What follows belongs to an exercise in optimizing a design on an open flow for small area, a short achievable clock period and few clock cycles per item; a production flow would make more cautious choices. At most, simulation tests tie the RTL to the original design; equivalence was not proved.

## idct8_top
module idct8_top #(
        parameter int ROUND_SHIFT = 7
) (
        input  logic                    clk,
        input  logic                    reset,
        input  logic                    in_req,
        input  idct_pkg::coef_vec_t     coef,
        input  logic                    out_ack,
        output logic                    in_ack,
        output logic                    out_req,
        output idct_pkg::sample_vec_t   samples
);
clock: 9.0 ns
lec_check: 0
cap_margin: 20
core_margin: 2
core_utilization: 40
slew_margin: 20
synth_hierarchical: 1
synth_minimum_keep_size: 0
run.sh (not shown) runs the stock make flow with config.mk's settings and CLKGATE_MAP_FILE= SYNTH_SCRIPT=/design/flow/synth_recipe.tcl, a recipe that flattens the netlist after the stock synthesis.
Change:
==> flow/flow/run.sh (new file) <==
#!/bin/bash
# The standard layout (standard.sh, unchanged synthesis), with plain buf_1 cells as the
# input and output port buffers instead of the default clkdlybuf4s50_1
set -euo pipefail
bash standard.sh "BUFFER_PORTS_ARGS=-buffer_cell sky130_fd_sc_hd__buf_1" finish > standard.log 2>&1
==> flow/standard.sh (new file) <==
#!/bin/bash
# synth_recipe.tcl (not shown) runs the flow's synth.tcl, then flattens the netlist and writes it again
# the make line also repeats each setting of config.mk as NAME=value (left out here)
make -C /OpenROAD-flow-scripts/flow DESIGN_CONFIG=/design/flow/config.mk WORK_HOME=/design/flow/orfs CLKGATE_MAP_FILE= SYNTH_SCRIPT=/design/flow/synth_recipe.tcl "${@:-finish}"
removed: flow/run.sh
Result: The new run finished clean. Core utilization is lower by 3.4 points. Design area is lower by 6.7%. Register-to-register slack is worse by 30 ps. Wire length is lower by 1.8%. First-iteration DRC count is higher by 5.9%. Sequential cell count stays the same. Area after synthesis is unchanged.
No functional check of the RTL was part of any run of this note.

Another version of the RTL of idct8_top (not shown whole).
Size in the first run: roughly 1500 cells after synthesis, about 280 I/O pins.
==> flow/config.mk <==
export PLATFORM = sky130hd
export DESIGN_NAME = idct8_top
export DESIGN_NICKNAME = idct8_top
export VERILOG_FILES = /design/flow/design.v
export SDC_FILE = /design/flow/constraint.sdc
export NUM_CORES = 4
export LEC_CHECK = 0
export CAP_MARGIN = 20
export CORE_MARGIN = 2
export CORE_UTILIZATION = 60
export CTS_CLUSTER_DIAMETER = 60
export CTS_CLUSTER_SIZE = 20
export SETUP_SLACK_MARGIN = 5
export SLEW_MARGIN = 20
export SYNTH_HIERARCHICAL = 1
export SYNTH_MINIMUM_KEEP_SIZE = 0
==> flow/constraint.sdc <==
create_clock -name core_clock -period 9.0 [get_ports {clk}]
set_input_delay 1.8000 -clock core_clock [delete_from_list [all_inputs] [get_ports {clk}]]
set_output_delay 1.8000 -clock core_clock [all_outputs]
set_load 0.01 [all_outputs]
standard.sh (not shown) runs the stock make flow with config.mk's settings and CLKGATE_MAP_FILE= SYNTH_SCRIPT=/design/flow/synth_recipe.tcl, a recipe that flattens the netlist after the stock synthesis.
==> flow/flow/run.sh <==
#!/bin/bash
# The standard layout (standard.sh, unchanged synthesis), with plain buf_1 cells as the
# input and output port buffers, and timing repair aiming 6.0 ns of slack at the 9 ns constraint
set -euo pipefail
bash standard.sh "BUFFER_PORTS_ARGS=-buffer_cell sky130_fd_sc_hd__buf_1" SETUP_SLACK_MARGIN=6.0 finish > standard.log 2>&1
Testbench counts at the start, summed over its fixed seeds: cycles 9,632, items 2,400.
Next try:
==> flow/flow/run.sh (replaced) <==
#!/bin/bash
# The standard layout (standard.sh, unchanged synthesis), with plain buf_1 cells as the
# input and output port buffers, and timing repair aiming 6.3 ns of slack at the 9 ns constraint
set -euo pipefail
bash standard.sh "BUFFER_PORTS_ARGS=-buffer_cell sky130_fd_sc_hd__buf_1" SETUP_SLACK_MARGIN=6.3 finish > standard.log 2>&1
Settings changed: CORE_UTILIZATION 60 to 40, CTS_CLUSTER_DIAMETER 60 to unset, CTS_CLUSTER_SIZE 20 to unset.
Die area goes up by well over a third.
Hold slack is about the same.
Fmax came out lower slightly.
Critical path depth does not change.
Non-clock buffer count rises by 10.
Next try:
==> flow/flow/run.sh (replaced) <==
#!/bin/bash
# The standard layout (standard.sh, unchanged synthesis), with plain buf_1 cells as the
# input and output port buffers, and timing repair aiming 6.0 ns of slack at the 9 ns constraint
set -euo pipefail
bash standard.sh "BUFFER_PORTS_ARGS=-buffer_cell sky130_fd_sc_hd__buf_1" SETUP_SLACK_MARGIN=6.0 finish > standard.log 2>&1
Settings changed: CORE_UTILIZATION 40 to 60, CTS_CLUSTER_DIAMETER set to 50, CTS_CLUSTER_SIZE set to 16.
Worst hold slack hardly moves.
Cell area is lower by a few percent.
Fmax is higher slightly.
Final cell count is lower by roughly a tenth.
Non-clock buffer count is lower by 10.
Die area is lower by a quarter to a third.
Global-route usage is higher by 7.2 points.
Next try:
Settings changed: CORE_UTILIZATION 60 to 75, CTS_CLUSTER_DIAMETER 50 to unset, CTS_CLUSTER_SIZE 16 to unset.
Result: Count of clock-buffer cells in the layout goes up by 10. Area after synthesis stays the same. Core utilization goes up by 18 points. Global-route usage goes up by 7.9 points.
Next try:
Settings changed: CORE_UTILIZATION 75 to 40.
=>
- The new run completed with no timing, DRC or antenna violations
- hold slack loses 12 ps
- global-route usage went down by 15 points
- sequential cell count is unchanged
- worst setup slack gains 11 ps
- synthesized cell count stays the same
- utilization shrinks by 39 points

idct8_top, a different RTL version from the one above (not shown whole).
For scale: ~1500 cells after synthesis, roughly 510 flip-flops, ~0.023 mm2 of cells after synthesis.
==> flow/config.mk <==
export PLATFORM = sky130hd
export DESIGN_NAME = idct8_top
export DESIGN_NICKNAME = idct8_top
export VERILOG_FILES = /design/flow/design.v
export SDC_FILE = /design/flow/constraint.sdc
export NUM_CORES = 4
export LEC_CHECK = 0
export CAP_MARGIN = 20
export CORE_MARGIN = 2
export CORE_UTILIZATION = 60
export CTS_CLUSTER_DIAMETER = 60
export CTS_CLUSTER_SIZE = 20
export SETUP_SLACK_MARGIN = 5
export SLEW_MARGIN = 20
export SYNTH_HIERARCHICAL = 1
export SYNTH_MINIMUM_KEEP_SIZE = 0
==> flow/constraint.sdc <==
create_clock -name core_clock -period 9.0 [get_ports {clk}]
set_input_delay 1.8000 -clock core_clock [delete_from_list [all_inputs] [get_ports {clk}]]
set_output_delay 1.8000 -clock core_clock [all_outputs]
set_load 0.01 [all_outputs]
==> flow/flow/run.sh <==
#!/bin/bash
# The standard layout (standard.sh, unchanged synthesis), with plain buf_1 cells as the
# input and output port buffers, and timing repair aiming 6.0 ns of slack at the 9 ns constraint
set -euo pipefail
bash standard.sh "BUFFER_PORTS_ARGS=-buffer_cell sky130_fd_sc_hd__buf_1" SETUP_SLACK_MARGIN=6.0 finish > standard.log 2>&1
Testbench counts at the start, summed over its fixed seeds: cycles 9,632, items 2,400.
Edit:
Settings changed: CORE_UTILIZATION 60 to 50, CTS_CLUSTER_DIAMETER 60 to 70, CTS_CLUSTER_SIZE 20 to 26.
Global-route usage drops by 3.7 points.
Final area hardly moves.
Count of clock-buffer cells in the layout went down by 14.
Synthesized cell count stays the same.
Register-to-register slack loses 0.06 ns.
Via count is lower slightly.

main:
Another version of the RTL of idct8_top (not shown whole).
Size in the first run: about 1,300 cells after synthesis, roughly 410 flip-flops, about 21,000 sq um of cells after synthesis.
// idct8_top
module idct8_top #(
        parameter int ROUND_SHIFT = 7
) (
        input  logic                    clk,
        input  logic                    reset,
        input  logic                    in_req,
        input  idct_pkg::coef_vec_t     coef,
        input  logic                    out_ack,
        output logic                    in_ack,
        output logic                    out_req,
        output idct_pkg::sample_vec_t   samples
);
        localparam int SW = idct_pkg::SAMPLE_W;
        idct_pkg::coef_vec_t coef_q;
        logic [1:0]          k_nx;
        logic                wr_01;
        logic                wr_2;
        logic                wr_3;
        logic [SW-1:0]       yp;
        logic [SW-1:0]       ym;
        logic [SW-1:0]       yp_q;
        logic [SW-1:0]       ym_q;
        idct_flow_ctrl idct_flow_ctrl_inst (
                .clk     (clk),
                .reset   (reset),
                .in_req  (in_req),
                .coef    (coef),
                .out_ack (out_ack),
                .in_ack  (in_ack),
                .out_req (out_req),
                .coef_q  (coef_q),
                .k_nx    (k_nx),
                .wr_01   (wr_01),
                .wr_2    (wr_2),
                .wr_3    (wr_3)
        );
        idct_core idct_core_inst (
                .clk    (clk),
                .coef_q (coef_q),
                .k_nx   (k_nx),
                .yp     (yp),
                .ym     (ym)
        );
        always_ff @(posedge clk) begin
                yp_q <= yp;
                ym_q <= ym;
        end
        always_ff @(posedge clk) begin
                if (wr_01) begin
                        samples[SW*0 +: SW] <= yp_q;
                        samples[SW*7 +: SW] <= ym_q;
                        samples[SW*2 +: SW] <= yp;
                        samples[SW*5 +: SW] <= ym;
                end
                if (wr_2) begin
                        samples[SW*3 +: SW] <= yp;
                        samples[SW*4 +: SW] <= ym;
                end
                if (wr_3) begin
  ...
==> flow/config.mk <==
export PLATFORM = sky130hd
export DESIGN_NAME = idct8_top
export DESIGN_NICKNAME = idct8_top
export VERILOG_FILES = /design/flow/design.v
export SDC_FILE = /design/flow/constraint.sdc
export NUM_CORES = 4
export LEC_CHECK = 0
export CAP_MARGIN = 20
export CORE_MARGIN = 2
export CORE_UTILIZATION = 40
export SLEW_MARGIN = 20
export SYNTH_HIERARCHICAL = 1
export SYNTH_MINIMUM_KEEP_SIZE = 0
==> flow/constraint.sdc <==
create_clock -name core_clock -period 9.0 [get_ports {clk}]
set_input_delay 1.8000 -clock core_clock [delete_from_list [all_inputs] [get_ports {clk}]]
set_output_delay 1.8000 -clock core_clock [all_outputs]
set_load 0.01 [all_outputs]
==> flow/flow/run.sh <==
#!/bin/bash
# The standard layout (standard.sh, unchanged synthesis), with plain buf_1 cells as the
# input and output port buffers instead of the default clkdlybuf4s50_1
set -euo pipefail
bash standard.sh "BUFFER_PORTS_ARGS=-buffer_cell sky130_fd_sc_hd__buf_1" finish > standard.log 2>&1
Input-level comparison between the feature branch and main:
-- flow/config.mk --
<<< main, line 8
>>> the feature branch, line 8
export ABC_CLOCK_PERIOD_IN_PS = 2500
Findings:
Fraction of the mapped netlist area in simple logic gates: the feature branch vs main identical. Comparing main against the feature branch, there is no change at all in die area. Reported for the feature branch and main, maximum operating frequency turned out identical to the last digit. The feature branch -> main: number of flip-flops and latches delta 0, exact match. Comparing the feature branch against main, there is no change at all in total I/O pin count. Compared with main, in the feature branch minimum clock period after layout comparable; via count comparable. Diff the feature branch..main | number of hold-slack violations in the final timing report | unchanged.
No functional check of the RTL was part of any run of this note.

[port drivers added, routing unchanged]
Ports are ideal in the flow. The routed layouts listed here were re-timed in OpenROAD.
Step 1: set_driving_cell puts a clkbuf_16 on clk and a buf_2 on each other input, an assumption about the parent block.
Step 2 adds t to the input delays and takes it off the output delays; t is the mean of the earliest and latest rising clock arrival at the registers after step 1. Input paths then give back, and output paths get back, about the clock's delay inside the block.
Slacks: ideal / step 1 / step 2; pairs: ideal / step 1.
| run | shift t [ns] | setup WS [ns] | hold WS [ns] | clock arrival spread, ns | worst register clock-pin slew, ns |
|---|---|---|---|---|---|
| the first run of note 1 | 0.620 | 5.150 / 5.150 / 4.555 | 0.396 / 0.396 / 0.396 | 0.025 / 0.026 | 0.06 / 0.06 |
| the second run of note 1 | 0.618 | 5.118 / 5.118 / 4.892 | 0.397 / 0.397 / 0.397 | 0.026 / 0.026 | 0.06 / 0.06 |
| the first run of note 2 | 0.613 | 6.081 / 6.025 / 5.522 | 0.401 / 0.401 / 0.401 | 0.030 / 0.030 | 0.08 / 0.08 |
| the second run of note 2 | 0.657 | 6.056 / 5.998 / 5.713 | 0.398 / 0.398 / 0.398 | 0.022 / 0.022 | 0.07 / 0.07 |
| the third run of note 2 | 0.624 | 6.065 / 6.009 / 5.529 | 0.395 / 0.395 / 0.395 | 0.021 / 0.020 | 0.07 / 0.07 |
| the fourth run of note 2 | 0.606 | 6.056 / 6.035 / 5.482 | 0.402 / 0.402 / 0.402 | 0.029 / 0.030 | 0.07 / 0.07 |
| the fifth run of note 2 | 0.631 | 6.067 / 6.013 / 5.474 | 0.390 / 0.390 / 0.390 | 0.035 / 0.035 | 0.07 / 0.07 |
| the first run of note 3 | 0.604 | 6.049 / 6.042 / 5.478 | 0.385 / 0.385 / 0.385 | 0.026 / 0.026 | 0.08 / 0.08 |
| the second run of note 3 | 0.657 | 6.042 / 5.987 / 5.421 | 0.396 / 0.396 / 0.396 | 0.014 / 0.014 | 0.10 / 0.10 |
| main | 0.631 | 5.146 / 5.146 / 5.092 | 0.397 / 0.397 / 0.397 | 0.020 / 0.020 | 0.06 / 0.06 |
| the feature branch | 0.631 | 5.146 / 5.146 / 5.092 | 0.397 / 0.397 / 0.397 | 0.020 / 0.020 | 0.06 / 0.06 |
After both steps every run listed still meets setup and hold. For the second run of note 3, which loses most, drivers alone change the setup slack by -0.055 ns; drivers and shift together by -0.621 ns.
